What follows belongs to an exercise in optimizing a design on an open flow for small area; a production flow would make more cautious choices.
In this exercise RTL edits were held to simulation tests only and were not proved equivalent to the original.
Power and IR drop assume default switching activity.

==> flow/design.v <==
module ds_box2x2 #(
   parameter int DATA_WIDTH = 24,
   parameter int ADDR_WIDTH = 16,
   parameter int IMG_W      = 256,
   parameter int IMG_H      = 256
) (
   input  logic                  clk,
   input  logic                  rst_n,
   input  logic [DATA_WIDTH-1:0] pix_i,
   input  logic                  pix_valid_i,
   input  logic                  frame_clr_i,
   output logic [DATA_WIDTH-1:0] ds_pix_o,
   output logic                  ds_valid_o,
   output logic [ADDR_WIDTH-1:0] ds_addr_o,
   output logic                  frame_done_o
);
   localparam int CW       = $clog2(IMG_W);
   localparam int RW       = $clog2(IMG_H);
   localparam int LB_DEPTH = IMG_W / 2 - 1;    
   logic [CW-1:0]         pcol;       
   logic [RW-1:0]         prow;       
   logic [9:0]            acc_r, acc_g, acc_b;
   logic [26:0]           linebuf [LB_DEPTH];
   logic                  accept;
   logic                  col_odd;    
   logic                  row_odd;
   logic [26:0]           lb_rd;
   logic [9:0]            base_r, base_g, base_b;
   assign accept  = pix_valid_i && !frame_clr_i;
   assign col_odd = !pcol[0];
   assign row_odd = (&pcol) ? !prow[0] : prow[0];
   assign lb_rd   = linebuf[LB_DEPTH-1];
   always_comb begin
      if (col_odd) begin
         base_r = acc_r;
         base_g = acc_g;
         base_b = acc_b;
      end else if (row_odd) begin
         base_r = 10'(lb_rd[26:18]);
         base_g = 10'(lb_rd[17:9]);
         base_b = 10'(lb_rd[8:0]);
      end else begin
         base_r = '0;
         base_g = '0;
         base_b = '0;
      end
   end
   always_ff @(posedge clk) begin
      if (rst_n && accept) begin
         acc_r <= base_r + 10'(pix_i[23:16]);
         acc_g <= base_g + 10'(pix_i[15:8]);
         acc_b <= base_b + 10'(pix_i[7:0]);
      end
   end
   always_ff @(posedge clk) begin
      if (rst_n && accept && !col_odd) begin
         linebuf[0] <= {acc_r[8:0], acc_g[8:0], acc_b[8:0]};
         for (int i = 1; i < LB_DEPTH; i++) linebuf[i] <= linebuf[i-1];
      end
   end
   always_ff @(posedge clk) begin
      if (!rst_n || frame_clr_i) begin
         pcol       <= '1;
         prow       <= '1;
         ds_valid_o <= 1'b0;
      end else begin
         ds_valid_o <= pix_valid_i && row_odd && col_odd;
         if (pix_valid_i) begin
            pcol <= pcol + 1'b1;
            if (&pcol) prow <= prow + 1'b1;
         end
      end
   end
   assign ds_pix_o     = {acc_r[9:2], acc_g[9:2], acc_b[9:2]};
   assign ds_addr_o    = ADDR_WIDTH'({prow[RW-1:1], pcol[CW-1:1]});
   assign frame_done_o = ds_valid_o && (&prow) && (&pcol);
endmodule
export LEC_CHECK = 0
export CAP_MARGIN = 0
export CORE_MARGIN = 2
export CORE_UTILIZATION = 70
export SLEW_MARGIN = 0
create_clock -name core_clock -period 7.0 [get_ports {clk}]
standard.sh (not shown) runs the stock make flow with config.mk's settings and CLKGATE_MAP_FILE= SYNTH_SCRIPT=/design/flow/synth_recipe.tcl, a recipe that flattens the netlist after the stock synthesis.
==> flow/flow/run.sh <==
#!/bin/bash
# Standard ORFS layout with three changes: small port buffers, clock tree
# synthesis without dummy loads and with clkbuf_8 leaf clusters.
set -euo pipefail
CTS="-sink_clustering_enable -repair_clock_nets -dont_use_dummy_load"
CTS="$CTS -buf_list sky130_fd_sc_hd__clkbuf_8 -sink_clustering_size 20 -sink_clustering_max_diameter 50"
bash standard.sh \
  "BUFFER_PORTS_ARGS=-buffer_cell sky130_fd_sc_hd__buf_1" \
  "CTS_ARGS=$CTS" \
  finish > standard_flow.log 2>&1
The starting point finished with timing, DRC and antenna clean.
Rerun with:
--- a/flow/flow/run.sh
+++ b/flow/flow/run.sh
@@ -5,3 +5,3 @@
 CTS="-sink_clustering_enable -repair_clock_nets -dont_use_dummy_load"
-CTS="$CTS -buf_list sky130_fd_sc_hd__clkbuf_8 -sink_clustering_size 20 -sink_clustering_max_diameter 50"
+CTS="$CTS -buf_list sky130_fd_sc_hd__clkbuf_8 -sink_clustering_size 21 -sink_clustering_max_diameter 65"
 bash standard.sh \
--- a/flow/config.mk
+++ b/flow/config.mk
@@ -7,5 +7,5 @@
 export LEC_CHECK = 0
-export CAP_MARGIN = 0
+export CAP_MARGIN = 20
 export CORE_MARGIN = 2
-export CORE_UTILIZATION = 70
-export SLEW_MARGIN = 0
+export CORE_UTILIZATION = 75
+export SLEW_MARGIN = 20
=> The new run ran to the end with no violations. Maximum frequency increases by 7.3%. Utilization rose by 5.2 points. Hold slack improves by 7.2 ps. Flip-flop and latch count is unchanged. Cell area barely changes.
Rerun with:
--- a/flow/flow/run.sh
+++ b/flow/flow/run.sh
@@ -9,2 +9,3 @@
   "CTS_ARGS=$CTS" \
+  "RECOVER_POWER=100" \
   finish > standard_flow.log 2>&1
After rerunning: The changed run reached the layout checks and failed them: max-capacitance violations, max-slew violations; setup slack gets worse by 1300 ps; hold slack is about the same; core utilization barely changes; area after synthesis does not change; clock skew barely changes; wire length is about the same; total power hardly moves; sequential share of layout area goes up by 0.11 points; non-clock buffer count is unchanged; design area barely changes.

## afterwards: timing with drivers on the ports
The flow's constraints put no driver on any port. The routed layouts listed below were extracted and timed again, unchanged, in two steps. Step 1, drivers: a clkbuf_16 drives clk and a buf_2 each remaining input, both assumed. Step 2 times the ports against the registers' clock, not the clock port: input delays grow and output delays shrink by t, the midpoint of the rising clock arrivals with the driver on. Three values: ideal, step 1, step 2; two values: the first two.
run	t (ns)	setup WS [ns]	slew at the worst register clock pin (ns)	worst data-port slew with drivers (ns)
the first run	0.944	2.700 / 2.700 / 2.069	0.11 / 0.11	0.04
the second run	0.953	2.993 / 2.993 / 2.509	0.12 / 0.12	0.07
the third run	0.950	1.644 / 1.697 / 0.747	0.12 / 0.12	0.07
For the third run, which loses most, drivers alone change the setup slack by +0.053 ns; drivers and shift together by -0.897 ns.
